Source: an optimization exercise on an open RTL-to-GDS flow (aim: small area, a short achievable clock period and few clock cycles per item). Production flows keep margins and buffers that such runs may drop.
Function was checked by simulation only, so behaviour that the tests miss may differ from the original.
No activity file was given, so power comes from the tool's default toggle rates.

File: config.mk
export PLATFORM = sky130hd
export DESIGN_NAME = top_k_score_list
export DESIGN_NICKNAME = top_k_score_list
export VERILOG_FILES = /design/flow/design.v
export SDC_FILE = /design/flow/constraint.sdc
export NUM_CORES = 4
export LEC_CHECK = 0
export ABC_AREA = 1
export CAP_MARGIN = 20
export CORE_MARGIN = 2
export CORE_UTILIZATION = 40
export CTS_CLUSTER_DIAMETER = 80
export CTS_CLUSTER_SIZE = 24
export PLACE_DENSITY = 0.6
export SETUP_SLACK_MARGIN = 3.15
export SLEW_MARGIN = 20
File: constraint.sdc
create_clock -name core_clock -period 6.0 [get_ports {i_clk}]
set_input_delay 1.2000 -clock core_clock [delete_from_list [all_inputs] [get_ports {i_clk}]]
set_output_delay 1.2000 -clock core_clock [all_outputs]
set_load 0.01 [all_outputs]
File: design.v
package tksl_pkg;
    localparam logic [1:0] CMD_OFFER = 2'd0;
    localparam logic [1:0] CMD_READ  = 2'd1;
    localparam logic [1:0] CMD_CLEAR = 2'd2;
    localparam logic       REG_CAPACITY = 1'b0;
    localparam logic [4:0] CAP_RESET    = 5'd16;
    function automatic logic f_ge(input logic [31:0] a, input logic [31:0] b);
        logic [31:0] g0, p0;
        logic [15:0] g1, p1;
        logic [7:0]  g2, p2;
        logic [3:0]  g3, p3;
        logic [1:0]  g4, p4;
        logic [31:0] x, y;
        x = {~a[31], a[30:0]};
        y = {~b[31], b[30:0]};
        for (int i = 0; i < 32; i++) begin
            g0[i] = x[i] & ~y[i];
            p0[i] = x[i] | ~y[i];
        end
        for (int i = 0; i < 16; i++) begin
            g1[i] = g0[2*i+1] | (p0[2*i+1] & g0[2*i]);
            p1[i] = p0[2*i+1] & p0[2*i];
        end
        for (int i = 0; i < 8; i++) begin
            g2[i] = g1[2*i+1] | (p1[2*i+1] & g1[2*i]);
            p2[i] = p1[2*i+1] & p1[2*i];
        end
        for (int i = 0; i < 4; i++) begin
            g3[i] = g2[2*i+1] | (p2[2*i+1] & g2[2*i]);
            p3[i] = p2[2*i+1] & p2[2*i];
        end
        for (int i = 0; i < 2; i++) begin
            g4[i] = g3[2*i+1] | (p3[2*i+1] & g3[2*i]);
            p4[i] = p3[2*i+1] & p3[2*i];
        end
        f_ge = g4[1] | (p4[1] & (g4[0] | p4[0]));
    endfunction
    function automatic logic [1:0] f_gp16(input logic [15:0] a, input logic [15:0] b);
        logic [15:0] g0, p0;
        logic [7:0]  g1, p1;
        logic [3:0]  g2, p2;
        logic [1:0]  g3, p3;
        for (int i = 0; i < 16; i++) begin
            g0[i] = a[i] & ~b[i];
            p0[i] = a[i] | ~b[i];
        end
        for (int i = 0; i < 8; i++) begin
            g1[i] = g0[2*i+1] | (p0[2*i+1] & g0[2*i]);
            p1[i] = p0[2*i+1] & p0[2*i];
        end
        for (int i = 0; i < 4; i++) begin
            g2[i] = g1[2*i+1] | (p1[2*i+1] & g1[2*i]);
            p2[i] = p1[2*i+1] & p1[2*i];
        end
        for (int i = 0; i < 2; i++) begin
            g3[i] = g2[2*i+1] | (p2[2*i+1] & g2[2*i]);
            p3[i] = p2[2*i+1] & p2[2*i];
        end
        f_gp16 = {g3[1] | (p3[1] & g3[0]), p3[1] & p3[0]};
    endfunction
    function automatic logic [2:0] f_ge_parts(input logic [31:0] a, input logic [31:0] b);
        logic [1:0] hi, lo;
        hi = f_gp16({~a[31], a[30:16]}, {~b[31], b[30:16]});
        lo = f_gp16(a[15:0], b[15:0]);
        f_ge_parts = {hi, lo[1] | lo[0]};
    endfunction
    function automatic logic f_ge_join(input logic [2:0] parts);
        f_ge_join = parts[2] | (parts[1] & parts[0]);
    endfunction
endpackage
module tksl_cell (
    input  logic        i_clk,
    input  logic        i_we,
    input  logic [15:0] i_wid,
    input  logic [31:0] i_wscore,
    input  logic [31:0] i_cscore,
    output logic [15:0] o_id,
    output logic [31:0] o_score,
    output logic [2:0]  o_ge
);
    logic [15:0] r_id;
    logic [31:0] r_score;
    assign o_ge    = tksl_pkg::f_ge_parts(r_score, i_cscore);
    assign o_id    = r_id;
    assign o_score = r_score;
    always_ff @(posedge i_clk) begin
        if (i_we) begin
            r_id    <= i_wid;
            r_score <= i_wscore;
        end
    end
endmodule
module top_k_score_list #(
    parameter int LIST_DEPTH = 16
) (
    input  logic        i_clk,
    input  logic        i_rst_n,
    input  logic        i_req_valid,
    output logic        i_req_ready,
    input  logic [1:0]  i_req_cmd,
    input  logic [15:0] i_req_hit_id,
    input  logic [31:0] i_req_hit_score,
    input  logic [3:0]  i_req_read_pos,
    output logic        o_rsp_valid,
    input  logic        o_rsp_ready,
    output logic        o_rsp_placed,
    output logic [3:0]  o_rsp_place_pos,
    output logic        o_rsp_dropped_valid,
    output logic [15:0] o_rsp_dropped_id,
    output logic [31:0] o_rsp_dropped_score,
    output logic        o_rsp_read_valid,
    output logic [15:0] o_rsp_read_id,
    output logic [31:0] o_rsp_read_score,
    output logic [4:0]  o_rsp_fill_count,
    input  logic        psel,
    input  logic        penable,
    input  logic        pwrite,
    input  logic [2:0]  paddr,
    input  logic [31:0] pwdata,
    output logic [31:0] prdata,
    output logic        pready
);
    localparam int D  = 16;
    localparam int RW = 56;    
    localparam int OW = 108;   
    function automatic logic [4:0] f_eff_cap(input logic [4:0] cap);
        logic [4:0] res;
        if (cap == 5'd0) begin
            res = 5'd1;
        end else if (cap > 5'd16) begin
            res = 5'd16;
        end else begin
            res = cap;
        end
        f_eff_cap = res;
    endfunction
    logic [4:0] r_capacity;
    logic [4:0] r_eff_cap;
    logic       r_pready;
    logic [4:0] r_prdata;
    logic       w_cfg_wr;
    assign pready    = r_pready;
    assign prdata    = {27'd0, r_prdata};
    assign w_cfg_wr  = psel && penable && r_pready && pwrite && (paddr[2] == tksl_pkg::REG_CAPACITY);
    always_ff @(posedge i_clk) begin
        if (!i_rst_n) begin
            r_pready <= 1'b0;
        end else begin
            r_pready <= psel && penable && !r_pready;
        end
        r_prdata <= (paddr[2] == tksl_pkg::REG_CAPACITY) ? r_capacity : 5'd0;
    end
    logic        r_skid_v;
    logic        r_ready;
    logic        r_fix;        
    logic        r_fix2;       
    logic        w_adv;
    logic        w_acc;
    logic        r1_v;
    logic [1:0]  r1_cmd;
    logic [15:0] r1_id;
    logic [31:0] r1_score;
    logic [3:0]  r1_pos;
    logic [3*D-1:0] r1_gep;    
    logic [2:0]  r1_gep_p1;    
    logic [2:0]  r1_gep_p2;    
    logic [D-1:0] r1_ge;
    logic        r1_ge_p1;
    logic        r1_ge_p2;
    logic        r2_v;
    logic [15:0] r2_id;
    logic [31:0] r2_score;
    logic [D-1:0] r2_wsel;     
    logic [D-1:0] r2_rsel;     
    logic [D-1:0] r3_wsel;     
    logic        r2_placed;
    logic        r2_dropped;
    logic        r2_read;
    logic [4:0]  r2_fill;
    logic [4*D-1:0] r_ptr;     
    logic [D-1:0]   r_sh;      
    logic [D-1:0]   r_in;      
    logic [3:0]     r_rx;      
    logic [D-1:0]   r_in2;     
    logic [4:0]     r_count;
    logic           r_full;    
    logic           r_incf;    
    logic [D-1:0]   r_inr;     
    logic [3:0]     r_x;       
    logic [D-1:0]   r_xdec;    
    logic           r_cap1;    
    logic [D-1:0]     w_slot_we;
    logic [16*D-1:0]  w_slot_id;
    logic [32*D-1:0]  w_slot_score;
    logic [3*D-1:0]   w_slot_ge;
    assign w_adv       = !r_skid_v;
    assign i_req_ready = r_ready;
    assign w_acc       = i_req_valid && r_ready && i_rst_n;
    for (genvar g = 0; g < D; g++) begin : g_slot
        assign w_slot_we[g] = w_adv && r2_wsel[g];
        tksl_cell u_cell (
            .i_clk    (i_clk),
            .i_we     (w_slot_we[g]),
            .i_wid    (r2_id),
            .i_wscore (r2_score),
            .i_cscore (i_req_hit_score),
            .o_id     (w_slot_id[g*16 +: 16]),
            .o_score  (w_slot_score[g*32 +: 32]),
            .o_ge     (w_slot_ge[3*g +: 3])
        );
    end
    logic [2:0] w_ge_p1;
    logic [2:0] w_ge_p2;
    assign w_ge_p1 = tksl_pkg::f_ge_parts(r1_score, i_req_hit_score);
    assign w_ge_p2 = tksl_pkg::f_ge_parts(r2_score, i_req_hit_score);
    always_comb begin
        for (int i = 0; i < D; i++) begin
            r1_ge[i] = tksl_pkg::f_ge_join(r1_gep[3*i +: 3]);
        end
        r1_ge_p1 = tksl_pkg::f_ge_join(r1_gep_p1);
        r1_ge_p2 = tksl_pkg::f_ge_join(r1_gep_p2);
    end
    logic [4*D-1:0] w_ptr;     
    logic [D-1:0] w_in2;       
    logic [D-1:0] w_end;       
    logic [D-1:0] w_geold;     
    logic [D-1:0] w_gep;       
    logic [D-1:0] w_front;     
    logic [D-1:0] w_sh_n;
    logic [D-1:0] w_in_n;
    logic [D-1:0] w_ge_eff;    
    logic [D-1:0] w_rd_dec;
    logic [D-1:0] w_wsel;
    logic [D-1:0] w_rdsel;
    logic [3:0]   w_rd_slot;
    logic         w_offer;
    logic         w_read;
    logic         w_clear;
    logic         w_last_ge;   
    logic         w_placed;
    logic         w_dropped;
    logic         w_rd_valid;
    assign w_offer = r1_v && (r1_cmd == tksl_pkg::CMD_OFFER);
    assign w_read  = r1_v && (r1_cmd == tksl_pkg::CMD_READ);
    assign w_clear = r1_v && (r1_cmd == tksl_pkg::CMD_CLEAR);
    always_comb begin
        for (int k = 0; k < D; k++) begin
            if (k > 0 && r_sh[k]) begin
                w_ptr[4*k +: 4] = r_ptr[4*(k-1) +: 4];
                w_in2[k]        = r_in2[k-1];
            end else if (r_in[k]) begin
                w_ptr[4*k +: 4] = r_rx;
                w_in2[k]        = 1'b0;
            end else begin
                w_ptr[4*k +: 4] = r_ptr[4*k +: 4];
                w_in2[k]        = r_in2[k];
            end
            w_end[k] = r_inr[k] && (k == D-1 || !r_inr[(k+1) % D]);
        end
        w_rd_slot = w_ptr[4*r1_pos +: 4];
        for (int i = 0; i < D; i++) begin
            w_rd_dec[i] = w_rd_slot == 4'(i);
            w_ge_eff[i] = r2_wsel[i] ? r1_ge_p1 : (r3_wsel[i] ? r1_ge_p2 : r1_ge[i]);
        end
        for (int k = 0; k < D; k++) begin
            w_geold[k] = r_in2[k] ? r1_ge_p2 : r1_ge[r_ptr[4*k +: 4]];
        end
        for (int k = 0; k < D; k++) begin
            if (k > 0 && r_sh[k]) begin
                w_gep[k] = (5'(k) < r_count) && w_geold[(k+D-1) % D];
            end else if (r_in[k]) begin
                w_gep[k] = (5'(k) < r_count) && r1_ge_p1;
            end else begin
                w_gep[k] = (5'(k) < r_count) && w_geold[k];
            end
        end
        w_front[0] = !w_gep[0];
        w_sh_n[0]  = 1'b0;
        for (int k = 1; k < D; k++) begin
            w_front[k] = w_gep[k-1] && !w_gep[k];
            w_sh_n[k]  = w_offer && r_inr[k] && !w_gep[k-1];
        end
        w_in_n = (w_offer ? r_inr : '0) & w_front;
    end
    assign w_last_ge  = |(r_xdec & w_ge_eff);
    assign w_placed   = w_offer && (!r_full || !w_last_ge);
    assign w_dropped  = w_offer && r_full && !w_last_ge;
    assign w_rd_valid = w_read && ({1'b0, r1_pos} < r_count);
    assign w_wsel     = w_placed ? r_xdec : '0;
    assign w_rdsel    = w_rd_valid ? w_rd_dec : (w_dropped ? r_xdec : '0);
    logic [4:0]   w_count_n;
    logic         w_full_n;
    logic         w_incf_n;
    logic [D-1:0] w_inr_n;
    logic [3:0]   w_x_n;
    logic [D-1:0] w_xdec_n;
    logic [3:0]   w_x_up;      
    logic [3:0]   w_x_dn;      
    logic [3:0]   w_x_0;       
    logic [3:0]   w_x_e;       
    logic         w_at_end;    
    logic         w_grow;
    assign w_grow   = w_offer && !r_full;
    logic [D-1:0] w_dec_up;
    logic [D-1:0] w_dec_dn;
    logic [D-1:0] w_dec_0;
    always_comb begin
        for (int i = 0; i < D; i++) begin
            w_dec_up[i] = w_x_up == 4'(i);
            w_dec_dn[i] = w_x_dn == 4'(i);
            w_dec_0[i]  = w_x_0 == 4'(i);
        end
    end
    assign w_at_end = w_end[0] || |(w_dec_dn & w_ge_eff);
    always_comb begin
        w_x_up = 4'd0;
        w_x_dn = 4'd0;
        for (int k = 0; k < D; k++) begin
            w_x_up = w_x_up | ((k > 0 && w_end[(k+D-1) % D]) ? w_ptr[4*k +: 4] : 4'd0);
            w_x_dn = w_x_dn | ((k < D-1 && w_end[(k+1) % D]) ? w_ptr[4*k +: 4] : 4'd0);
        end
        w_x_0 = w_ptr[3:0];
        w_x_e = 4'd0;
        for (int k = 0; k < D; k++) begin
            w_x_e = w_x_e | (w_end[k] ? w_ptr[4*k +: 4] : 4'd0);
        end
    end
    always_comb begin
        w_count_n = r_count;
        w_full_n  = r_full;
        w_inr_n   = r_inr;
        w_incf_n  = r_incf;
        w_x_n     = r_x;
        w_xdec_n  = r_xdec;
        if (w_clear) begin
            w_count_n = 5'd0;
            w_full_n  = 1'b0;
            w_inr_n   = 16'd1;
            w_incf_n  = r_cap1;
            w_x_n     = w_x_0;
            w_xdec_n  = w_dec_0;
        end else if (w_grow) begin
            w_count_n = r_count + 5'd1;
            w_full_n  = r_incf;
            w_incf_n  = (r_count + 5'd2) >= r_eff_cap;
            if (!r_incf) begin
                w_inr_n = {r_inr[D-2:0], 1'b1};
                w_x_n    = w_x_up;
                w_xdec_n = w_dec_up;
            end else if (!w_at_end) begin
                w_x_n    = w_x_dn;
                w_xdec_n = w_dec_dn;
            end
        end else if (w_placed && !w_at_end) begin
            w_x_n     = w_x_dn;
            w_xdec_n  = w_dec_dn;
        end
    end
    logic [47:0]   w_rd_ent;
    logic [3:0]    w_ppos;
    logic [RW-1:0] w_res;
    always_comb begin
        w_rd_ent = '0;
        for (int i = 0; i < D; i++) begin
            w_rd_ent = w_rd_ent | ({48{r2_rsel[i]}} & {w_slot_id[i*16 +: 16], w_slot_score[i*32 +: 32]});
        end
        w_ppos = 4'd0;
        for (int k = 0; k < D; k++) begin
            w_ppos = w_ppos | (r_in[k] ? 4'(k) : 4'd0);
        end
    end
    assign w_res = {r2_placed, r2_dropped, r2_read, r2_fill, w_rd_ent};
    logic          r_out_v;
    logic [OW-1:0] r_out;
    logic [RW-1:0] r_skid;
    logic [3:0]    r_skid_pos;
    logic [RW-1:0] w_res_o;
    logic [3:0]    w_pos_o;
    logic [OW-1:0] w_out_n;
    logic          w_take;
    logic          w_new;
    logic          w_skid_n;
    assign w_take = r_out_v && o_rsp_ready;
    assign w_new  = w_adv && r2_v;
    always_comb begin
        w_skid_n = r_skid_v;
        if (r_skid_v) begin
            if (w_take) begin
                w_skid_n = 1'b0;
            end
        end else if (w_new && r_out_v && !o_rsp_ready) begin
            w_skid_n = 1'b1;
        end
    end
    always_ff @(posedge i_clk) begin
        if (!i_rst_n) begin
            r_out_v  <= 1'b0;
            r_skid_v <= 1'b0;
            r_fix    <= 1'b0;
            r_fix2   <= 1'b0;
            r_ready  <= 1'b1;
        end else begin
            r_skid_v <= w_skid_n;
            r_fix    <= w_cfg_wr;
            r_fix2   <= r_fix;
            r_ready  <= !w_skid_n && !w_cfg_wr && !r_fix;
            if (r_skid_v) begin
                r_out_v <= 1'b1;
            end else if (w_new) begin
                r_out_v <= 1'b1;
            end else if (w_take) begin
                r_out_v <= 1'b0;
            end
        end
    end
    assign w_res_o = r_skid_v ? r_skid : w_res;
    assign w_pos_o = r_skid_v ? r_skid_pos : (r2_placed ? w_ppos : 4'd0);
    assign w_out_n = {w_res_o[55], w_pos_o, w_res_o[54:48],
                      w_res_o[54] ? w_res_o[47:0] : 48'd0,
                      w_res_o[53] ? w_res_o[47:0] : 48'd0};
    always_ff @(posedge i_clk) begin
        if (r_skid_v ? o_rsp_ready : (!r_out_v || o_rsp_ready)) begin
            r_out <= w_out_n;
        end
        if (!r_skid_v) begin
            r_skid     <= w_res;
            r_skid_pos <= r2_placed ? w_ppos : 4'd0;
        end
    end
    assign o_rsp_valid         = r_out_v;
    assign o_rsp_placed        = r_out[107];
    assign o_rsp_place_pos     = r_out[106:103];
    assign o_rsp_dropped_valid = r_out[102];
    assign o_rsp_read_valid    = r_out[101];
    assign o_rsp_fill_count    = r_out[100:96];
    assign o_rsp_dropped_id    = r_out[95:80];
    assign o_rsp_dropped_score = r_out[79:48];
    assign o_rsp_read_id       = r_out[47:32];
    assign o_rsp_read_score    = r_out[31:0];
    always_ff @(posedge i_clk) begin
        if (!i_rst_n) begin
            r1_v <= 1'b0;
            r2_v <= 1'b0;
        end else if (w_adv) begin
            r1_v <= w_acc;
            r2_v <= r1_v;
        end
    end
    always_ff @(posedge i_clk) begin
        if (w_adv) begin
            r1_cmd   <= i_req_cmd;
            r1_id    <= i_req_hit_id;
            r1_score <= i_req_hit_score;
            r1_pos   <= i_req_read_pos;
            r1_gep    <= w_slot_ge;
            r1_gep_p1 <= w_ge_p1;
            r1_gep_p2 <= w_ge_p2;
            r2_id      <= r1_id;
            r2_score   <= r1_score;
            r2_wsel    <= w_wsel;
            r2_rsel    <= w_rdsel;
            r2_placed  <= w_placed;
            r2_dropped <= w_dropped;
            r2_read    <= w_rd_valid;
            r2_fill    <= w_count_n;
            r3_wsel    <= r2_wsel;
        end
    end
    always_ff @(posedge i_clk) begin
        if (!i_rst_n) begin
            r_capacity <= tksl_pkg::CAP_RESET;
            r_eff_cap  <= 5'd16;
            r_cap1     <= 1'b0;
        end else if (w_cfg_wr) begin
            r_capacity <= pwdata[4:0];
            r_eff_cap  <= f_eff_cap(pwdata[4:0]);
            r_cap1     <= f_eff_cap(pwdata[4:0]) == 5'd1;
        end
    end
    always_ff @(posedge i_clk) begin
        if (!i_rst_n) begin
            r_count    <= 5'd0;
            r_full     <= 1'b0;
            r_incf     <= 1'b0;
            r_inr      <= 16'd1;
            r_sh       <= '0;
            r_in       <= '0;
            r_in2      <= '0;
            r_rx       <= 4'd0;
            r_x        <= 4'd0;
            r_xdec     <= 16'd1;
            for (int k = 0; k < D; k++) begin
                r_ptr[4*k +: 4] <= 4'(k);
            end
        end else if (r_fix) begin
            if (r_count >= r_eff_cap) begin
                r_count <= r_eff_cap;
                r_full  <= 1'b1;
                r_incf  <= 1'b1;
                for (int k = 0; k < D; k++) begin
                    r_inr[k] <= 5'(k) < r_eff_cap;
                end
            end else begin
                r_full  <= 1'b0;
                r_incf  <= (r_count + 5'd1) >= r_eff_cap;
                for (int k = 0; k < D; k++) begin
                    r_inr[k] <= 5'(k) <= r_count;
                end
            end
        end else if (r_fix2) begin
            r_x     <= w_x_e;
            for (int i = 0; i < D; i++) begin
                r_xdec[i] <= w_x_e == 4'(i);
            end
        end else if (w_adv) begin
            r_count <= w_count_n;
            r_full  <= w_full_n;
            r_incf  <= w_incf_n;
            r_inr   <= w_inr_n;
            r_ptr   <= w_ptr;
            r_sh    <= w_sh_n;
            r_in    <= w_in_n;
            r_in2   <= r_in;
            r_rx    <= r_x;
            r_x     <= w_x_n;
            r_xdec  <= w_xdec_n;
        end
    end
endmodule
File: run.sh
#!/bin/bash
# synth_recipe.tcl (not shown) runs the flow's synth.tcl, then flattens the netlist and writes it again
# the make line also repeats each setting of config.mk as NAME=value (left out here)
make -C /OpenROAD-flow-scripts/flow DESIGN_CONFIG=/design/flow/config.mk WORK_HOME=/design/flow/orfs CLKGATE_MAP_FILE= SYNTH_SCRIPT=/design/flow/synth_recipe.tcl finish
==> Flow_metrics.wiki, run 1 <==
{| class="wikitable"
! Metric !! Value
|-
| Run status || no timing/DRC/antenna violations
|-
| H-tree levels || 3
|-
| Fmax achieved || roughly 340 MHz
|-
| RSZ-0062 raised after global routing || yes
|-
| Critical path required time || roughly 6.5 ns
|-
| Overall via count from detail_route || 56200
|-
| Largest net degree at the start of global routing || around 110
|-
| Fin area || approximately 0.075 mm2
|-
| Remaining max-slew budget at the tightest pin || 0.0942
|-
| Avg Cell Area, Syn || 9.03 um2
|-
| Latest clock arrival within the worst-skew pair || roughly 0.74 ns
|-
| FP Rows || roughly 150
|-
| Xor and xnor fraction of the mapped netlist area || 0.000402
|-
| Port buffer count || 182
|-
| Worst hold margin || 0.424 ns
|-
| Area growth from synthesis to layout || 14.1%
|-
| Power per standard cell area || approximately 260 mW/mm2
|-
| Clock input transition at the sequential cells of the worst setup and hold paths || 0.09 ns
|-
| Leakage power || between 0.02 and 0.03 uW
|-
| Worst Skew || approximately 0.048 ns
|-
| Avg Vias per Cell || roughly 5.8
|-
| GRT Resource Usage Total || 0.294
|-
| Maximum Capacitance Violations || 0
|-
| Dominant combinational cell family by area after synthesis || simple AND/OR/NAND/NOR gates
|-
| Final setup TNS || 0 ns
|-
| Seq/Total Area, Yosys || 0.574
|-
| Global-route wire length before repair || 360 mm
|-
| Total routed wirelength || 253 mm
|-
| Core area || roughly 0.16 mm2
|-
| Kind of end point of the critical path || flip-flop
|-
| Cell accounting for the most synthesized area || sky130_fd_sc_hd__edfxtp_1
|-
| Async set or reset register ratio after synthesis || 0
|-
| Setup Crit Path Kind || input port to flip-flop
|-
| CP max FO || 21
|-
| Routed wire per std cell || 26.3 um
|-
| Initial antenna violation count || 9
|-
| Actual transition at the worst max-transition pin || about 1.3 ns
|-
| Count of antenna-violating nets left after detailed routing || 0
|-
| Area fraction in compound gates after synthesis || 0.162
|-
| Post-Synth Simple-Gate Area || 0.193
|-
| Crit path DAT || approximately 3.4 ns
|-
| Cell chosen for the clock root || sky130_fd_sc_hd__clkbuf_16
|-
| Type of origin of the critical path || input port
|-
| Area contributors post-synth || sky130_fd_sc_hd__edfxtp_1 50%, sky130_fd_sc_hd__nand2_1 10%, sky130_fd_sc_hd__dfxtp_1 7.4%
|-
| Count of pins over their slew limit || 0
|-
| Minimum period implied by the final worst setup slack || about 2.9 ns
|-
| Number of buffers added by the clock tree synthesis step || 85
|-
| Cell area after synthesis || 0.0654 mm2
|-
| Count of flip-flops with a built-in enable after synthesis || around 1100
|-
| Ratio of final minimum period to clock period || 0.487
|-
| Slowest cell on crit path || sky130_fd_sc_hd__dlygate4sd2_1
|-
| Main flop type after synthesis || sky130_fd_sc_hd__edfxtp_1
|-
| Type of the most critical hold path || flip-flop to flip-flop
|-
| CTS tree || done
|-
| Largest stage delay on the critical path || around 0.76 ns
|-
| Multiplexer fraction of the synthesized cell area || 0
|-
| Largest delay contributor family on the critical path || buffers and inverters
|-
| Maximum VDD drop || 0.223 mV
|-
| Post-detail-place hpwl || between 150 and 200 mm
|-
| Die extent in y || approximately 410 um
|-
| Count of endpoints failing setup in the final report || 0
|-
| Adder-cell share of the synthesized area || 0.00475
|-
| Final global-route overflow total || 0
|-
| Area of the die || 0.167 mm2
|-
| Layout cells sized above 1 || 0.0981
|-
| Final Hold Vio Count || 0
|-
| Number of storage elements in the synthesis netlist || roughly 1300
|-
| Clock Sink Count || between 1000 and 1500
|-
| Buffers & Inverters on Critical Path || 2
|-
| Die outline width || slightly above 400 um
|-
| Initial detailed-routing violation count || slightly below 7000
|-
| Number of ports placed on the die boundary || between 200 and 250
|-
| Layout net count || about 7500
|-
| Initial core utilization || 0.402
|-
| Number of unique standard cell types used by synthesis || 60
|-
| Largest buffer count on any clock path || 3
|-
| Final weighted congestion in routability-driven placement || 1.02
|-
| CTS hold repair buffers || 0
|-
| Number of warnings issued by yosys || 4
|-
| Series of cell instances along the critical path || dlygate4sd2_1, buf_4, nand2_1, o21ai_0, nor2_1, nand2_1, a31o_2, o2111ai_1
|-
| Cell area reported after detailed placement || between 0.06 and 0.07 mm2
|-
| DRC errors left || 0
|-
| Vias in the first global route || 51300
|-
| Most repeated library cell on the critical path || sky130_fd_sc_hd__nand2_1
|-
| Final core utilization || 0.459
|-
| Mapped Cells || approximately 7200
|-
| Pre-antenna DRT Iters || 6
|-
| Post-synth top area share || 0.500
|}
==> flip-flops by register name, summed over array words and instances (netlist names), 32 cells and up <==
name,count
r_ptr,64
r1_score,32
g_slot.u_cell.r_id,256
g_slot.u_cell.r_score,512
r_out,108
r1_gep,48
r_skid,56
r2_score,32
==> layout by cell type (no fill, tap or decap), types with 92 or more instances in the layout <==
cell type,synthesis,layout
sky130_fd_sc_hd__nand2_1,1737,1711
sky130_fd_sc_hd__o22ai_1,142,140
sky130_fd_sc_hd__o21ai_0,678,669
sky130_fd_sc_hd__inv_1,623,586
sky130_fd_sc_hd__dfxtp_1,242,199
sky130_fd_sc_hd__o211ai_1,117,117
sky130_fd_sc_hd__a221oi_1,106,104
sky130_fd_sc_hd__nor2_1,699,657
sky130_fd_sc_hd__buf_4,28,184
sky130_fd_sc_hd__a21oi_1,354,350
sky130_fd_sc_hd__dlygate4sd2_1,0,108
sky130_fd_sc_hd__a211oi_1,95,92
sky130_fd_sc_hd__nand3_1,375,349
sky130_fd_sc_hd__edfxtp_1,1088,1088
==> synthesized netlist by cell type, types with 5 or more instances <==
cell,count
sky130_fd_sc_hd__nand2_1,1737
sky130_fd_sc_hd__edfxtp_1,1088
sky130_fd_sc_hd__nor2_1,699
sky130_fd_sc_hd__o21ai_0,678
sky130_fd_sc_hd__inv_1,623
sky130_fd_sc_hd__nand3_1,375
sky130_fd_sc_hd__a21oi_1,354
sky130_fd_sc_hd__clkbuf_1,288
sky130_fd_sc_hd__dfxtp_1,242
sky130_fd_sc_hd__o22ai_1,142
sky130_fd_sc_hd__o211ai_1,117
sky130_fd_sc_hd__a221oi_1,106
sky130_fd_sc_hd__a211oi_1,95
sky130_fd_sc_hd__a22o_1,68
sky130_fd_sc_hd__nor3_1,63
sky130_fd_sc_hd__buf_1,46
sky130_fd_sc_hd__o2111ai_1,41
sky130_fd_sc_hd__nand4_1,38
sky130_fd_sc_hd__and2_1,37
sky130_fd_sc_hd__nor4_1,35
sky130_fd_sc_hd__buf_2,33
sky130_fd_sc_hd__inv_2,30
sky130_fd_sc_hd__buf_4,28
sky130_fd_sc_hd__ha_1,24
sky130_fd_sc_hd__clkinv_1,23
sky130_fd_sc_hd__o221ai_1,21
sky130_fd_sc_hd__a211o_1,18
sky130_fd_sc_hd__a31o_2,18
sky130_fd_sc_hd__nor2_2,18
sky130_fd_sc_hd__nand3b_1,16
sky130_fd_sc_hd__or2_2,14
sky130_fd_sc_hd__a31oi_1,13
sky130_fd_sc_hd__or2_1,13
sky130_fd_sc_hd__a22oi_1,12
sky130_fd_sc_hd__a221o_1,10
sky130_fd_sc_hd__o21ai_1,10
sky130_fd_sc_hd__buf_6,7
sky130_fd_sc_hd__nor2_4,7
sky130_fd_sc_hd__nand2_2,6
sky130_fd_sc_hd__nand3_2,5
sky130_fd_sc_hd__o221a_2,5
==> layer usage <==
layer | global-route usage | share of wire | wire [um]
met1 | 0.379 | 0.39 | 99300
met2 | 0.474 | 0.46 | 117000
met3 | 0.0439 | 0.083 | 21200
met4 | 0.163 | 0.062 | 15800
met5 | 0 | 0.000043 | 11
==> logic make-up (layout without fill, tap and decap cells) <==
group / count (synthesis) / after routing
AO/OA/AOI/OAI: 1733 / 1736
XOR/XNOR: 3 / 3
adder cells (fa/ha/maj): 25 / 25
buffers and inverters: 1078 / 1261
flip-flops: 1330 / 1330
other: 1 / 30
AND/OR/NAND/NOR: 3067 / 3067
==> area by class of cell <==
type | count | area, um2
diodes | 3 | 7.51
clock buffers | 105 | 2230
clock inverters | 55 | 749
fillers | 15700 | 88000
inverters | 676 | 2730
multi-input cells | 4858 | 24600
flip-flops and latches | 1330 | 37600
well taps | 2175 | 2720
repair buffers | 419 | 3880
repair inverters | 6 | 42.5
==> power breakdown <==
part	total, uW	internal, uW	switching [uW]
clock network	6650	3000	3650
registers	10400	10200	206
logic	2090	634	1450
total	19100	13800	5310
==> stage by stage <==
stage | total power [uW] | setup WS (ns) | std cells
6_report | 19100 | 3.08 | 9627
5_1_grt | 19600 | 2.99 | 9625
4_1_cts | 19100 | 3.15 | 9575
3_5_place_dp | 12400 | 1.66 | 9337
3_3_place_gp | 12300 | 1.67 | 9337
2_1_floorplan | 11500 | 2.61 | 7263
==> path summary, 6_finish.rpt <==
kind | slack (ns) | from | depth (start not counted) | endpoint
worst max register to register | 3.08 | r1_gep_p1[0] | 20 | r_xdec[9]
worst min-delay path | 0.42 | r1_id[15] | 0 | r2_id[15]
worst max-delay path | 3.08 | i_req_hit_score[24] | 8 | r1_gep_p1[2]
worst min register to register | 0.42 | r1_id[15] | 0 | r2_id[15]
==> timing repair <==
item / in CTS / in global routing
pin swaps: 25 / 48
cloned: 5 / 6
setup endpoints to repair: 377 / 120
resized for setup: 321 / 131
setup buffers: 73 / 43
Testbench counts, summed over its fixed seeds: cycles 24,024, items 24,000.
==> run 2: changes to the inputs <==
--- a/design.v
+++ b/design.v
@@ -186,8 +186,15 @@
     logic           r_full;    
     logic           r_incf;    
     logic [D-1:0]   r_inr;     
-    logic [3:0]     r_x;       
-    logic [D-1:0]   r_xdec;    
+    logic [3:0]     r_xa;
+    logic [D-1:0]   r_xadec;   
+    logic [3:0]     r_xb;
+    logic [D-1:0]   r_xbdec;
+    logic           r_xsel;
+    logic [3:0]     w_x;
+    logic [D-1:0]   w_xdec;
+    assign w_x    = r_xsel ? r_xb : r_xa;
+    assign w_xdec = r_xsel ? r_xbdec : r_xadec;
     logic           r_cap1;    
     logic [D-1:0]     w_slot_we;
     logic [16*D-1:0]  w_slot_id;
@@ -282,18 +289,19 @@
         end
         w_in_n = (w_offer ? r_inr : '0) & w_front;
     end
-    assign w_last_ge  = |(r_xdec & w_ge_eff);
+    assign w_last_ge  = |(w_xdec & w_ge_eff);
     assign w_placed   = w_offer && (!r_full || !w_last_ge);
     assign w_dropped  = w_offer && r_full && !w_last_ge;
     assign w_rd_valid = w_read && ({1'b0, r1_pos} < r_count);
-    assign w_wsel     = w_placed ? r_xdec : '0;
-    assign w_rdsel    = w_rd_valid ? w_rd_dec : (w_dropped ? r_xdec : '0);
+    assign w_wsel     = w_placed ? w_xdec : '0;
+    assign w_rdsel    = w_rd_valid ? w_rd_dec : (w_dropped ? w_xdec : '0);
     logic [4:0]   w_count_n;
     logic         w_full_n;
     logic         w_incf_n;
     logic [D-1:0] w_inr_n;
-    logic [3:0]   w_x_n;
-    logic [D-1:0] w_xdec_n;
+    logic [3:0]   w_xa_n;
+    logic [D-1:0] w_xadec_n;
+    logic         w_xsel_n;
     logic [3:0]   w_x_up;      
     logic [3:0]   w_x_dn;      
     logic [3:0]   w_x_0;       
@@ -330,32 +338,27 @@
         w_full_n  = r_full;
         w_inr_n   = r_inr;
         w_incf_n  = r_incf;
-        w_x_n     = r_x;
-        w_xdec_n  = r_xdec;
+        w_xa_n    = w_x;
+        w_xadec_n = w_xdec;
         if (w_clear) begin
             w_count_n = 5'd0;
             w_full_n  = 1'b0;
             w_inr_n   = 16'd1;
             w_incf_n  = r_cap1;
-            w_x_n     = w_x_0;
-            w_xdec_n  = w_dec_0;
+            w_xa_n    = w_x_0;
+            w_xadec_n = w_dec_0;
         end else if (w_grow) begin
             w_count_n = r_count + 5'd1;
             w_full_n  = r_incf;
             w_incf_n  = (r_count + 5'd2) >= r_eff_cap;
             if (!r_incf) begin
-                w_inr_n = {r_inr[D-2:0], 1'b1};
-                w_x_n    = w_x_up;
-                w_xdec_n = w_dec_up;
-            end else if (!w_at_end) begin
-                w_x_n    = w_x_dn;
-                w_xdec_n = w_dec_dn;
+                w_inr_n   = {r_inr[D-2:0], 1'b1};
+                w_xa_n    = w_x_up;
+                w_xadec_n = w_dec_up;
             end
-        end else if (w_placed && !w_at_end) begin
-            w_x_n     = w_x_dn;
-            w_xdec_n  = w_dec_dn;
         end
     end
+    assign w_xsel_n = w_offer && !w_at_end && (r_full ? !w_last_ge : r_incf);
     logic [47:0]   w_rd_ent;
     logic [3:0]    w_ppos;
     logic [RW-1:0] w_res;
@@ -487,8 +490,11 @@
             r_in       <= '0;
             r_in2      <= '0;
             r_rx       <= 4'd0;
-            r_x        <= 4'd0;
-            r_xdec     <= 16'd1;
+            r_xa       <= 4'd0;
+            r_xadec    <= 16'd1;
+            r_xb       <= 4'd0;
+            r_xbdec    <= 16'd1;
+            r_xsel     <= 1'b0;
             for (int k = 0; k < D; k++) begin
                 r_ptr[4*k +: 4] <= 4'(k);
             end
@@ -508,9 +514,10 @@
                 end
             end
         end else if (r_fix2) begin
-            r_x     <= w_x_e;
+            r_xa    <= w_x_e;
+            r_xsel  <= 1'b0;
             for (int i = 0; i < D; i++) begin
-                r_xdec[i] <= w_x_e == 4'(i);
+                r_xadec[i] <= w_x_e == 4'(i);
             end
         end else if (w_adv) begin
             r_count <= w_count_n;
@@ -521,9 +528,12 @@
             r_sh    <= w_sh_n;
             r_in    <= w_in_n;
             r_in2   <= r_in;
-            r_rx    <= r_x;
-            r_x     <= w_x_n;
-            r_xdec  <= w_xdec_n;
+            r_rx    <= w_x;
+            r_xa    <= w_xa_n;
+            r_xadec <= w_xadec_n;
+            r_xb    <= w_x_dn;
+            r_xbdec <= w_dec_dn;
+            r_xsel  <= w_xsel_n;
         end
     end
 endmodule
--- a/config.mk
+++ b/config.mk
@@ -12,5 +12,5 @@
 export CTS_CLUSTER_DIAMETER = 80
 export CTS_CLUSTER_SIZE = 24
 export PLACE_DENSITY = 0.6
-export SETUP_SLACK_MARGIN = 3.15
+export SETUP_SLACK_MARGIN = 3.3
 export SLEW_MARGIN = 20
==> run 2 against run 1 <==
  * Critical path depth stayed put
  * Register-to-register slack better by 0.20 ns
  * Area after synthesis is 1.2% higher
  * Sequential cell count up 21
  * Critical path type unchanged
==> Flow_metrics.wiki, run 2 <==
{| class="wikitable"
! Metric !! Value
|-
| Run status || no timing/DRC/antenna violations
|-
| Main flop type after synthesis || sky130_fd_sc_hd__edfxtp_1
|-
| Max reg flops || 512 (unchanged)
|-
| Initial antenna violation count || 12 (+3)
|-
| Most frequent standard cell in the layout excluding fill and tap cells || sky130_fd_sc_hd__nand2_1
|-
| Pre-antenna DRT Iters || 6 (unchanged)
|-
| Highest-count cells in the layout ignoring fill and taps || 1679 x sky130_fd_sc_hd__nand2_1, 1088 x sky130_fd_sc_hd__edfxtp_1, 693 x sky130_fd_sc_hd__o21ai_0
|-
| Series of cell instances along the critical path || clkdlybuf4s50_1, clkinvlp_4, buf_4, o21ai_1, a211oi_1, nand2_1, a31o_2, o2111ai_1
|-
| Final weighted congestion in routability-driven placement || 1.06 (+4.8%)
|-
| Remaining max-slew budget at the tightest pin || 0.207 (+0.112)
|-
| Area occupied by registers || 0.0380 mm2 (+1.1%)
|-
| Largest delay contributor family on the critical path || buffers and inverters
|-
| Logic pwr share || 0.101 (-0.008)
|-
| Number of warnings issued by yosys || 4 (unchanged)
|-
| List of most frequent post-synthesis cells || 1712 x sky130_fd_sc_hd__nand2_1, 1088 x sky130_fd_sc_hd__edfxtp_1, 726 x sky130_fd_sc_hd__o21ai_0
|-
| Type of the most critical hold path || flip-flop to flip-flop
|-
| Crit path DAT || 3.21 ns (-0.19 ns)
|-
| Initial detailed-routing violation count || 7207 (+5.7%)
|-
| Overall via count from detail_route || 57500 (+2.4%)
|-
| Number of unique standard cell types used by synthesis || 58 (-3.3%)
|-
| Minimum period implied by the final worst setup slack || 2.74 ns (-0.182 ns)
|-
| Switching share of total power || 0.274 (-0.00399)
|-
| Count of antenna-violating nets left after detailed routing || 0 (unchanged)
|-
| GRT Resource Usage Total || 0.297 (+0.00359)
|-
| Internal || 14200 uW (+2.8%)
|-
| Count of endpoints failing setup in the final report || 0 (unchanged)
|-
| Maximum VDD drop || 0.280 mV (+25%)
|-
| Largest register by flop count || g_slot.u_cell.r_score
|-
| Global-route wire length before repair || 368 mm (+2.2%)
|-
| Area growth from synthesis to layout || 14.2%
|-
| Largest net degree at the start of global routing || 111 (+1.8%)
|-
| Latest clock arrival within the worst-skew pair || 0.78 ns (+0.04 ns)
|-
| Ratio of final minimum period to clock period || 0.457 (-0.0303)
|-
| Area of the die || 0.169 mm2 (+1.2%)
|-
| Die extent in y || 411 um (+0.61%)
|-
| Cell area after synthesis || 0.0662 mm2 (+1.2%)
|-
| Largest buffer count on any clock path || 3 (unchanged)
|-
| Avg Vias per Cell || 5.89 (+1.0%)
|-
| CTS hold repair buffers || 0 (unchanged)
|-
| Net Switching || 5350 uW (+0.81%)
|-
| Post-synth top area share || 0.494 (-0.00609)
|-
| Setup Crit Path Kind || input port to flip-flop
|-
| Final global-route overflow total || 0 (unchanged)
|-
| Filler Cells Inserted || 15600 (-0.27%)
|-
| CP max FO || 20 (-4.8%)
|-
| Critical path required time || 6.47 ns (about the same)
|-
| Count of flip-flops with a built-in enable after synthesis || 1088 (unchanged)
|-
| Fmax achieved || 365 MHz (+6.6%)
|-
| Final Hold Vio Count || 0 (unchanged)
|-
| Clk network pwr share || 0.364 (+0.016)
|-
| Sequential share of power || 0.536 (-0.007)
|-
| Avg Cell Area, Syn || 9.01 um2 (-0.28%)
|-
| Clock input transition at the sequential cells of the worst setup and hold paths || 0.09 ns (about the same)
|-
| Mapped Cells || 7347 (+1.5%)
|-
| FP Rows || 149 (+0.68%)
|-
| Clock Sink Count || 1351 (+1.6%)
|-
| Final core utilization || 0.459 (+0.000568)
|-
| Die outline width || 411 um (+0.61%)
|-
| Actual transition at the worst max-transition pin || 1.18 ns (-0.167 ns)
|-
| DRC errors left || 0 (unchanged)
|-
| Seq/Total Area, Yosys || 0.573 (-0.000637)
|-
| Routed wire per std cell || 26.5 um (+0.78%)
|-
| Maximum Capacitance Violations || 0 (unchanged)
|-
| Area of the multi-input gates || 0.0247 mm2 (+0.45%)
|-
| Number of ports placed on the die boundary || 239 (unchanged)
|-
| Async set or reset register ratio after synthesis || 0 (unchanged)
|-
| Largest stage delay on the critical path || 0.60 ns (-0.16 ns)
|-
| Cell chosen for the clock root || sky130_fd_sc_hd__clkbuf_16
|-
| CTS tree || done
|-
| Port buffer count || 182 (unchanged)
|-
| Post-detail-place hpwl || 172 mm (+3.6%)
|-
| Power per standard cell area || 258 mW/mm2 (+0.89%)
|-
| Number of storage elements in the synthesis netlist || 1351 (+1.6%)
|-
| Vias in the first global route || 53300 (+3.9%)
|-
| Buffers & Inverters on Critical Path || 3 (+1)
|-
| Registers with the highest flip-flop counts || g_slot.u_cell.r_score (512), g_slot.u_cell.r_id (256), r_out (108)
|-
| Final setup TNS || 0 ns (unchanged)
|-
| H-tree levels || 3 (unchanged)
|-
| Initial core utilization || 0.402 (about the same)
|-
| Area contributors post-synth || sky130_fd_sc_hd__edfxtp_1 49%, sky130_fd_sc_hd__nand2_1 9.7%, sky130_fd_sc_hd__dfxtp_1 8.0%
|-
| Worst Skew || 0.0648 ns (+0.0167 ns)
|-
| Most frequent cell after synthesis || sky130_fd_sc_hd__nand2_1
|-
| Layout net count || 7619 (+1.6%)
|-
| Number of buffers added by the clock tree synthesis step || 91 (+7.1%)
|-
| Slowest cell on crit path || sky130_fd_sc_hd__clkdlybuf4s50_1
|-
| RSZ-0062 raised after global routing || yes
|-
| Count of pins over their slew limit || 0 (unchanged)
|-
| Kind of end point of the critical path || flip-flop
|-
| Power Total || 19500 uW (+2.3%)
|-
| Fin area || 0.0756 mm2 (+1.4%)
|-
| Cell accounting for the most synthesized area || sky130_fd_sc_hd__edfxtp_1
|-
| Leakage power || 0.0291 uW (+0.57%)
|-
| Cell area reported after detailed placement || 0.0702 mm2 (+1.2%)
|-
| Core area || 0.165 mm2 (+1.2%)
|-
| Type of origin of the critical path || input port
|-
| Total routed wirelength || 259 mm (+2.2%)
|-
| Layout cells sized above 1 || 0.0950 (-0.00318)
|}
## run 2: worst register-to-register path: stages (launching register included)
cell,delay (ns)
sky130_fd_sc_hd__edfxtp_1,0.34
sky130_fd_sc_hd__buf_4,0.37
sky130_fd_sc_hd__clkinv_1,0.82
sky130_fd_sc_hd__o2111ai_1,0.67
sky130_fd_sc_hd__o22ai_1,0.25
sky130_fd_sc_hd__nor2_1,0.13
## run 2: path summary, 6_finish.rpt
check                                         start          to  slack, ns  depth (start not counted)
worst max-delay path            i_req_hit_score[30]  r1_gep[17]       3.26                          8
worst min register to register             r1_id[8]    r2_id[8]       0.43                          0
worst max register to register           r2_rsel[9]    r_out[7]       3.28                          5
worst min-delay path                       r1_id[8]    r2_id[8]       0.43                          0
## run 2: cells by family after synthesis
kind of cell               share of synthesized area
xor gates and xnor gates                    0.000397
buffers and inverters                         0.0669
and+or+nand+nor                                0.185
other                                      0.0000567
AOI/OAI and AO/OA                              0.166
adders and majority gates                    0.00726
muxes                                       0.000454
DFF                                            0.573
## run 2: layout make-up
| type | instances | share of cell area |
|---|---|---|
| timing repair inverter | 13 | 0.00116 |
| clock buffer | 106 | 0.0318 |
| sequential | 1351 | 0.503 |
| clock inverter | 60 | 0.0119 |
| antenna | 1 | 0.0000331 |
| tap | 2189 | 0.0362 |
| timing repair buffer | 418 | 0.0507 |
| inverter | 723 | 0.0385 |
| multi-input combinational | 4901 | 0.327 |
## run 2: layer usage
metal	vias up	part of all wire	track usage
met3	704	0.083	0.0425
met1	27900	0.40	0.389
met4	8	0.065	0.162
li1	25800	-	-
met2	3086	0.45	0.476
met5	-	0.00019	0
## run 2: power groups by stage
stage | sequential (uW) | combinational, uW | clock, uW
floorplan | 10600 | 991 | 0
global placement | 10700 | 1700 | 0
detailed placement | 10700 | 1710 | 0
CTS | 10500 | 1820 | 7180
global route | 10500 | 2080 | 7500
finish | 10500 | 1970 | 7110
## run 2: metrics by stage
step	std cells	worst slack [ns]	hold slack (ns)
floorplan	7373	2.68	0.400
global placement	9466	1.66	0.402
detailed placement	9466	1.66	0.406
CTS	9714	3.24	0.427
global route	9761	3.26	0.438
finish	9762	3.26	0.427
## run 2: timing repair
action | 4_1_cts | 5_1_grt
setup endpoints to repair | 457 | 244
gates resized for setup | 335 | 175
setup buffers | 72 | 43
pin swaps | 10 | 15
endpoints found under the hold margin | 0 | 0
cloned | 10 | 4
Testbench counts of run 2, summed over its fixed seeds: cycles 24,024, items 24,000.
==> run 3: changes to the inputs <==
--- a/config.mk
+++ b/config.mk
@@ -14,3 +14,4 @@
 export PLACE_DENSITY = 0.6
 export SETUP_SLACK_MARGIN = 3.3
 export SLEW_MARGIN = 20
+export TNS_END_PERCENT = 5
==> run 3 against run 2 <==
  * Wire length about the same
  * Utilization down 0.42 points
  * Sequential cell count is the same
  * Synthesized cell count unchanged
  * Design area shrank 0.91%
  * Clock power is 3% lower
  * Critical endpoint is now r_out[20]
  * Highest routed layer unchanged
==> Flow_metrics.wiki, run 3 <==
{| class="wikitable"
! Metric !! Value
|-
| Clock Sink Count || 1351 (unchanged)
|-
| Final weighted congestion in routability-driven placement || 1.02 (-4.1%)
|-
| Vias in the first global route || 53000 (-0.57%)
|-
| Slack of the worst reg-to-reg path || 2.93 ns (-0.35 ns)
|-
| Registers with the highest flip-flop counts || g_slot.u_cell.r_score (512), g_slot.u_cell.r_id (256), r_out (108)
|-
| Area growth from synthesis to layout || 13.2%
|-
| CTS tree || done
|-
| Maximum Capacitance Violations || 0 (unchanged)
|-
| Most frequent cell after synthesis || sky130_fd_sc_hd__nand2_1
|-
| Final global-route overflow total || 0 (unchanged)
|-
| Remaining max-slew budget at the tightest pin || 0.134 (-0.0727)
|-
| Global-route wire length before repair || 369 mm (+0.33%)
|-
| Minimum period implied by the final worst setup slack || 3.07 ns (+0.330 ns)
|-
| Post-synth top area share || 0.494 (unchanged)
|-
| Area contributors post-synth || sky130_fd_sc_hd__edfxtp_1 49%, sky130_fd_sc_hd__nand2_1 9.7%, sky130_fd_sc_hd__dfxtp_1 8.0%
|-
| Total routed wirelength || 259 mm (about the same)
|-
| Most frequent standard cell in the layout excluding fill and tap cells || sky130_fd_sc_hd__nand2_1
|-
| Largest buffer count on any clock path || 3 (unchanged)
|-
| Cell accounting for the most synthesized area || sky130_fd_sc_hd__edfxtp_1
|-
| Actual transition at the worst max-transition pin || 1.29 ns (+0.112 ns)
|-
| Power per standard cell area || 258 mW/mm2 (-0.26%)
|-
| Top sig layer || met5
|-
| Setup Crit Path Kind || flip-flop to flip-flop
|-
| Overall via count from detail_route || 57000 (-0.87%)
|-
| Switching share of total power || 0.276 (+0.00199)
|-
| Number of ports placed on the die boundary || 239 (unchanged)
|-
| Crit path DAT || 3.68 ns (+0.47 ns)
|-
| Logic pwr share || 0.100 (about the same)
|-
| Internal || 14000 uW (-1.4%)
|-
| RSZ-0062 raised after global routing || yes
|-
| Number of warnings issued by yosys || 4 (unchanged)
|-
| Layout net count || 7593 (-0.34%)
|-
| Met2 layer wire length in the routed design || 117 mm (-0.31%)
|-
| Worst hold margin || 0.422 ns (-0.00529 ns)
|-
| Ratio of final minimum period to clock period || 0.512 (+0.0549)
|-
| Critical path required time || 6.61 ns (+0.14 ns)
|-
| Core area || 0.165 mm2 (unchanged)
|-
| Final cell count without fillers || 9739 (-0.24%)
|-
| CP max FO || 21 (+5.0%)
|-
| Clk network pwr share || 0.358 (-0.006)
|-
| Leakage power || 0.0285 uW (-2.2%)
|-
| Met1 wire length || 102 mm (-0.85%)
|-
| Clock input transition at the sequential cells of the worst setup and hold paths || 0.09 ns (about the same)
|-
| Area of the die || 0.169 mm2 (unchanged)
|-
| Avg Vias per Cell || 5.86 (-0.64%)
|-
| Avg Cell Area, Syn || 9.01 um2 (unchanged)
|-
| DRC errors left || 0 (unchanged)
|-
| Die outline width || 411 um (unchanged)
|-
| Final Hold Vio Count || 0 (unchanged)
|-
| Max reg flops || 512 (unchanged)
|-
| Maximum VDD drop || 0.265 mV (-5.3%)
|-
| Latest clock arrival within the worst-skew pair || 0.80 ns (+0.02 ns)
|-
| Post-detail-place hpwl || 173 mm (+0.72%)
|-
| Cell area after synthesis || 0.0662 mm2 (unchanged)
|-
| Largest register by flop count || g_slot.u_cell.r_score
|-
| Routed wire length on met3 || 21.5 mm (+0.58%)
|-
| Mapped Cells || 7347 (unchanged)
|-
| Number of unique standard cell types used by synthesis || 58 (unchanged)
|-
| Port buffer count || 182 (unchanged)
|-
| Fmax achieved || 326 MHz (-11%)
|-
| Count of flip-flops with a built-in enable after synthesis || 1088 (unchanged)
|-
| Cell chosen for the clock root || sky130_fd_sc_hd__clkbuf_16
|-
| Final setup TNS || 0 ns (unchanged)
|-
| Type of the most critical hold path || flip-flop to flip-flop
|-
| Seq/Total Area, Yosys || 0.573 (unchanged)
|-
| Count of pins over their slew limit || 0 (unchanged)
|-
| Net Switching || 5330 uW (-0.45%)
|-
| Die extent in y || 411 um (unchanged)
|-
| H-tree levels || 3 (unchanged)
|-
| Sequential share of power || 0.542 (+0.006)
|-
| Async set or reset register ratio after synthesis || 0 (unchanged)
|-
| Initial detailed-routing violation count || 7237 (+0.42%)
|-
| Worst Skew || 0.0719 ns (+0.00707 ns)
|-
| Number of buffers added by the clock tree synthesis step || 90 (-1.1%)
|-
| List of most frequent post-synthesis cells || 1712 x sky130_fd_sc_hd__nand2_1, 1088 x sky130_fd_sc_hd__edfxtp_1, 726 x sky130_fd_sc_hd__o21ai_0
|-
| Largest net degree at the start of global routing || 101 (-9.0%)
|-
| Highest-count cells in the layout ignoring fill and taps || 1693 x sky130_fd_sc_hd__nand2_1, 1088 x sky130_fd_sc_hd__edfxtp_1, 702 x sky130_fd_sc_hd__o21ai_0
|-
| Type of origin of the critical path || flip-flop
|-
| Main flop type after synthesis || sky130_fd_sc_hd__edfxtp_1
|-
| Count of endpoints failing setup in the final report || 0 (unchanged)
|-
| Initial core utilization || 0.402 (unchanged)
|-
| Count of antenna-violating nets left after detailed routing || 0 (unchanged)
|-
| Kind of end point of the critical path || flip-flop
|-
| Run status || no timing/DRC/antenna violations
|-
| Layout cells sized above 1 || 0.0821 (-0.0128)
|-
| Initial antenna violation count || 11 (-1)
|-
| Routed wire per std cell || 26.6 um (+0.29%)
|-
| GRT Resource Usage Total || 0.299 (+0.00161)
|-
| Number of storage elements in the synthesis netlist || 1351 (unchanged)
|-
| Number of placed instances with taps included || 9470 (+0.042%)
|-
| FP Rows || 149 (unchanged)
|-
| Pre-antenna DRT Iters || 8 (+2)
|}
run 3: cell count changes in the layout (fill, tap and decap cells not counted), moves of 11 or more:
cell | previous run | this run
sky130_fd_sc_hd__clkdlybuf4s50_1 | 43 | 162
sky130_fd_sc_hd__clkdlybuf4s15_1 | 41 | 0
sky130_fd_sc_hd__buf_12 | 22 | 8
sky130_fd_sc_hd__dfxtp_2 | 30 | 19
sky130_fd_sc_hd__inv_1 | 626 | 638
sky130_fd_sc_hd__nand2_1 | 1679 | 1693
sky130_fd_sc_hd__dlygate4sd2_1 | 81 | 5
sky130_fd_sc_hd__dfxtp_1 | 229 | 241
run 3: area by class of cell:
cell class | instances | area (um2)
clock inverters | 59 | 813
diodes | 1 | 2.50
inverters | 723 | 2860
well taps | 2189 | 2740
repair inverters | 11 | 75.1
repair buffers | 394 | 3540
fillers | 15700 | 89700
multi-input cells | 4902 | 24500
clock buffers | 109 | 2350
flip-flops and latches | 1351 | 38000
run 3: metrics by stage:
| step | area, um2 | setup slack [ns] | power [uW] | util |
|---|---|---|---|---|
| floorplan | 66300 | 2.68 | 11600 | - |
| global placement | 70300 | 1.61 | 12400 | 0.427 |
| detailed placement | 70300 | 1.54 | 12400 | 0.427 |
| CTS | 74100 | 2.98 | 19300 | 0.450 |
| global route | 74900 | 2.99 | 19800 | 0.455 |
| finish | 74900 | 2.93 | 19300 | 0.455 |
run 3: power groups by stage:
| stage | Combinational [uW] | Clock, uW | Sequential (uW) |
|---|---|---|---|
| after floorplan | 991 | 0 | 10600 |
| after global placement | 1730 | 0 | 10700 |
| after detailed placement | 1750 | 0 | 10700 |
| after CTS | 1820 | 7000 | 10500 |
| after global routing | 2060 | 7300 | 10500 |
| final | 1940 | 6910 | 10500 |
run 3: worst paths after layout:
path | to | cells after the start | start
worst max-delay path | r_out[20] | 5 | r2_rsel[9]
worst min-delay path | r_prdata[2] | 2 | r_capacity[2]
worst max register to register | r_out[20] | 5 | r2_rsel[9]
worst min register to register | r_prdata[2] | 2 | r_capacity[2]
run 3: timing repair:
item | 4_1_cts | 5_1_grt
endpoints found under the setup margin | 415 | 359
pin swaps | 8 | 15
hold endpoints to repair | 0 | 0
hold buffers | 0 | 0
gates resized for setup | 125 | 99
setup buffers | 35 | 53
gates cloned | 9 | 3
run 3: logic make-up after synthesis:
kind of cell | after synthesis | share of synthesized area
buffers and inverters | 1121 | 0.0669
adders and majority gates | 42 | 0.00726
DFF | 1351 | 0.573
and+or+nand+nor | 2989 | 0.185
other | 1 | 0.0000567
muxes | 3 | 0.000454
AOI/OAI and AO/OA | 1837 | 0.166
xor gates and xnor gates | 3 | 0.000397
run 3: critical path, cell delays in order (launching register included):
cell and delay (ns):
sky130_fd_sc_hd__edfxtp_1 0.34, sky130_fd_sc_hd__buf_4 0.51, sky130_fd_sc_hd__clkinv_1 0.87, sky130_fd_sc_hd__o2111ai_1 0.57, sky130_fd_sc_hd__o22ai_1 0.39, sky130_fd_sc_hd__nor2_1 0.20
run 3: metal layers:
metal,GRT usage,vias to the layer above
li1,-,25800
met1,0.388,27600
met2,0.474,2987
met3,0.0460,682
met4,0.176,10
met5,0,-
==> run 4: changes to the inputs <==
--- a/config.mk
+++ b/config.mk
@@ -12,6 +12,5 @@
 export CTS_CLUSTER_DIAMETER = 80
 export CTS_CLUSTER_SIZE = 24
 export PLACE_DENSITY = 0.6
-export SETUP_SLACK_MARGIN = 3.3
+export SETUP_SLACK_MARGIN = 3.7
 export SLEW_MARGIN = 20
-export TNS_END_PERCENT = 5
==> run 4 against run 3 <==
  * Largest cell class unchanged
  * Still clean on timing, DRC and antenna
  * Clock skew increased by 0.024 ns
  * Critical path type is now flip-flop to output pin
  * Area after synthesis did not move
  * Wire length grew 10%
  * Combinational power is 34% higher
==> Flow_metrics.wiki, run 4 <==
{| class="wikitable"
! Metric !! Value
|-
| Series of cell instances along the critical path || buf_2
|-
| Power per standard cell area || 243 mW/mm2 (-5.5%)
|-
| Area fraction in compound gates after synthesis || 0.166 (unchanged)
|-
| Largest delay contributor family on the critical path || flip-flops
|-
| Xor and xnor fraction of the mapped netlist area || 0.000397 (unchanged)
|-
| FP Rows || 149 (unchanged)
|-
| Largest buffer count on any clock path || 3 (unchanged)
|-
| Post-detail-place hpwl || 175 mm (+1.5%)
|-
| Layout net count || 7952 (+4.7%)
|-
| Most frequent standard cell in the layout excluding fill and tap cells || sky130_fd_sc_hd__nand2_1
|-
| Clock input transition at the sequential cells of the worst setup and hold paths || 0.10 ns (about the same)
|-
| DRC errors left || 0 (unchanged)
|-
| Net Switching || 5730 uW (+7.6%)
|-
| Kind of end point of the critical path || output pin
|-
| Crit. Startpoint || r_out[63]
|-
| Final global-route overflow total || 0 (unchanged)
|-
| Buffers & Inverters on Critical Path || 1 (-1)
|-
| CTS tree || done
|-
| Ratio of final minimum period to clock period || 0.423 (-0.0889)
|-
| Most frequent cell after synthesis || sky130_fd_sc_hd__nand2_1
|-
| Sequential share of power || 0.520 (-0.022)
|-
| Die extent in y || 411 um (unchanged)
|-
| Final Hold Vio Count || 0 (unchanged)
|-
| Crit path DAT || 1.34 ns (-2.34 ns)
|-
| Latest clock arrival within the worst-skew pair || 0.79 ns (about the same)
|-
| Main flop type after synthesis || sky130_fd_sc_hd__edfxtp_1
|-
| Actual transition at the worst max-transition pin || 1.19 ns (-0.0994 ns)
|-
| Port buffer count || 182 (unchanged)
|-
| Pre-antenna DRT Iters || 14 (+6)
|-
| Adder-cell share of the synthesized area || 0.00726 (unchanged)
|-
| Final setup TNS || 0 ns (unchanged)
|-
| Type of the most critical hold path || flip-flop to flip-flop
|-
| Max reg flops || 512 (unchanged)
|-
| Dominant combinational cell family by area after synthesis || simple AND/OR/NAND/NOR gates
|-
| Initial detailed-routing violation count || 7682 (+6.1%)
|-
| Number of unique standard cell types used by synthesis || 58 (unchanged)
|-
| Cell area after synthesis || 0.0662 mm2 (unchanged)
|-
| Post-Synth Simple-Gate Area || 0.185 (unchanged)
|-
| Avg Vias per Cell || 6.05 (+3.3%)
|-
| Multiplexer fraction of the synthesized cell area || 0.000454 (unchanged)
|-
| Post-synth top area share || 0.494 (unchanged)
|-
| Internal || 14500 uW (+3.4%)
|-
| Count of endpoints failing setup in the final report || 0 (unchanged)
|-
| Vias in the first global route || 55600 (+4.8%)
|-
| CTS hold repair buffers || 0 (unchanged)
|-
| Count of pins over their slew limit || 0 (unchanged)
|-
| Hold Crit Start || r1_id[7]
|-
| Clock Sink Count || 1351 (unchanged)
|-
| Count of flip-flops with a built-in enable after synthesis || 1088 (unchanged)
|-
| Overall via count from detail_route || 61100 (+7.2%)
|-
| Filler Cells Inserted || 15000 (-4.3%)
|-
| Routed wire per std cell || 28.3 um (+6.2%)
|-
| Leakage power || 0.0321 uW (+13%)
|-
| H-tree levels || 3 (unchanged)
|-
| Highest-count cells in the layout ignoring fill and taps || 1462 x sky130_fd_sc_hd__nand2_1, 1088 x sky130_fd_sc_hd__edfxtp_1, 643 x sky130_fd_sc_hd__o21ai_0
|-
| Mapped Cells || 7347 (unchanged)
|-
| RSZ-0062 raised after global routing || yes
|-
| Logic pwr share || 0.129 (+0.029)
|-
| Avg Cell Area, Syn || 9.01 um2 (unchanged)
|-
| Die outline width || 411 um (unchanged)
|-
| Number of storage elements in the synthesis netlist || 1351 (unchanged)
|-
| Switching share of total power || 0.284 (+0.00792)
|-
| Slack of the worst reg-to-reg path || 3.47 ns (+0.54 ns)
|-
| Slowest cell on crit path || sky130_fd_sc_hd__edfxtp_1
|-
| CP max FO || 1 (-95%)
|-
| Largest net degree at the start of global routing || 109 (+7.9%)
|-
| Remaining max-slew budget at the tightest pin || 0.207 (+0.0729)
|-
| Area growth from synthesis to layout || 25.3%
|-
| Minimum period implied by the final worst setup slack || 2.54 ns (-0.533 ns)
|-
| Number of buffers added by the clock tree synthesis step || 90 (unchanged)
|-
| Run status || no timing/DRC/antenna violations
|-
| Largest stage delay on the critical path || 0.39 ns (-0.48 ns)
|-
| Total routed wirelength || 285 mm (+10%)
|-
| Cell chosen for the clock root || sky130_fd_sc_hd__clkbuf_16
|-
| Global-route wire length before repair || 392 mm (+6.3%)
|-
| Cell accounting for the most synthesized area || sky130_fd_sc_hd__edfxtp_1
|-
| Count of antenna-violating nets left after detailed routing || 0 (unchanged)
|-
| Maximum VDD drop || 0.304 mV (+15%)
|-
| Number of ports placed on the die boundary || 239 (unchanged)
|-
| Initial core utilization || 0.402 (unchanged)
|-
| Area contributors post-synth || sky130_fd_sc_hd__edfxtp_1 49%, sky130_fd_sc_hd__nand2_1 9.7%, sky130_fd_sc_hd__dfxtp_1 8.0%
|-
| Seq/Total Area, Yosys || 0.573 (unchanged)
|-
| Clk network pwr share || 0.352 (-0.006)
|-
| Async set or reset register ratio after synthesis || 0 (unchanged)
|-
| Registers with the highest flip-flop counts || g_slot.u_cell.r_score (512), g_slot.u_cell.r_id (256), r_out (108)
|-
| Critical path required time || 4.80 ns (-1.81 ns)
|-
| Number of warnings issued by yosys || 4 (unchanged)
|-
| Maximum Capacitance Violations || 0 (unchanged)
|-
| GRT Resource Usage Total || 0.319 (+0.0197)
|-
| Initial antenna violation count || 8 (-3)
|-
| Power Total || 20200 uW (+4.6%)
|-
| List of most frequent post-synthesis cells || 1712 x sky130_fd_sc_hd__nand2_1, 1088 x sky130_fd_sc_hd__edfxtp_1, 726 x sky130_fd_sc_hd__o21ai_0
|-
| Worst Skew || 0.0959 ns (+0.0240 ns)
|-
| Area of the die || 0.169 mm2 (unchanged)
|-
| Core area || 0.165 mm2 (unchanged)
|-
| Setup Crit Path Kind || flip-flop to output pin
|-
| Layout cells sized above 1 || 0.240 (+0.158)
|-
| Fmax achieved || 394 MHz (+21%)
|-
| Type of origin of the critical path || flip-flop
|-
| Largest register by flop count || g_slot.u_cell.r_score
|-
| Startpoint of the lowest-slack register-to-register path || r1_gep[42]
|-
| Final weighted congestion in routability-driven placement || 1.06 (+3.8%)
|}
-- run 4: cell counts after synthesis --
No cell type changed its count.
-- run 4: final cells by class --
| cell class | instances | area [um2] | area share |
|---|---|---|---|
| antenna | 7 | 17.5 | 0.000211 |
| timing repair inverter | 16 | 138 | 0.00166 |
| tap | 2189 | 2740 | 0.0330 |
| sequential | 1351 | 38100 | 0.459 |
| clock inverter | 58 | 905 | 0.0109 |
| timing repair buffer | 745 | 7400 | 0.0892 |
| clock buffer | 111 | 2380 | 0.0287 |
| inverter | 723 | 3090 | 0.0373 |
| multi-input combinational | 4905 | 28200 | 0.340 |
-- run 4: per-stage QoR --
step	cell area, um2	hold WS, ns	instances	setup slack, ns	utilization
5_1_grt	82900	0.439	10100	3.42	0.504
6_report	82900	0.415	10100	3.46	0.504
4_1_cts	78400	0.419	9901	3.43	0.476
2_1_floorplan	66400	0.400	7373	3.15	-
3_3_place_gp	70200	0.401	9464	1.63	0.427
3_5_place_dp	70200	0.405	9464	1.61	0.427
-- run 4: logic make-up (layout without fill, tap and decap cells) --
kind of cell	after synthesis	after routing
adder cells (fa/ha/maj)	42	42
multiplexers	3	3
other	1	34
XOR/XNOR	3	3
flip-flops	1351	1351
AO/OA/AOI/OAI	1837	1837
buffers and inverters	1121	1653
AND/OR/NAND/NOR	2989	2993
-- run 4: what timing repair did --
action | 4_1_cts | 5_1_grt
hold endpoints to repair | 0 | 0
buffers inserted | 237 | 186
gates cloned | 31 | 11
gates resized for setup | 1347 | 784
setup endpoints to repair | 914 | 569
pin swaps | 145 | 332
-- run 4: worst paths after layout --
kind | to | depth (start not counted)
worst max-delay path | o_rsp_dropped_score[15] | 1
worst min register to register | r2_id[7] | 0
worst min-delay path | r2_id[7] | 0
worst max register to register | r2_wsel[4] | 16
-- run 4: per-layer routing --
layer | wire length [um] | GRT usage
met3 | 27600 | 0.0544
met5 | 37 | 0
met1 | 107000 | 0.405
met4 | 23300 | 0.203
met2 | 127000 | 0.504
-- run 4: power groups by stage --
stage | clock [uW] | combinational, uW | sequential, uW
6_report | 7100 | 2600 | 10500
5_1_grt | 7480 | 2700 | 10500
4_1_cts | 7160 | 2180 | 10500
3_5_place_dp | 0 | 1700 | 10700
3_3_place_gp | 0 | 1690 | 10700
2_1_floorplan | 0 | 992 | 10600

re-timing with driven ports:
Ports are ideal in the flow. The routed layouts listed here were re-timed in OpenROAD.
Step 1: set_driving_cell puts a clkbuf_16 on i_clk and a buf_2 on each other input, an assumption about the parent block.
Step 2 moves the port delays by t, midway between the first and last clock arrival at a register: inputs arrive t later, outputs are due t later. That takes back most of the time a late clock gives input paths.
Three values: ideal ports, drivers, drivers and shift; two values: the first two.
run | t, ns | setup WS [ns] | worst setup path at the end | latest minus earliest clock arrival (ns)
run 1 | 0.813 | 3.076 / 2.967 / 2.154 | input to register | 0.058 / 0.058
run 2 | 0.845 | 3.258 / 3.259 / 2.414 | input to register | 0.079 / 0.078
run 3 | 0.847 | 2.928 / 2.928 / 2.324 | input to register | 0.082 / 0.082
run 4 | 0.831 | 3.462 / 3.373 / 2.780 | input to register | 0.100 / 0.100
After both steps every run listed still meets setup and hold. For run 1, which loses most, drivers alone change the setup slack by -0.109 ns; drivers and shift together by -0.922 ns.
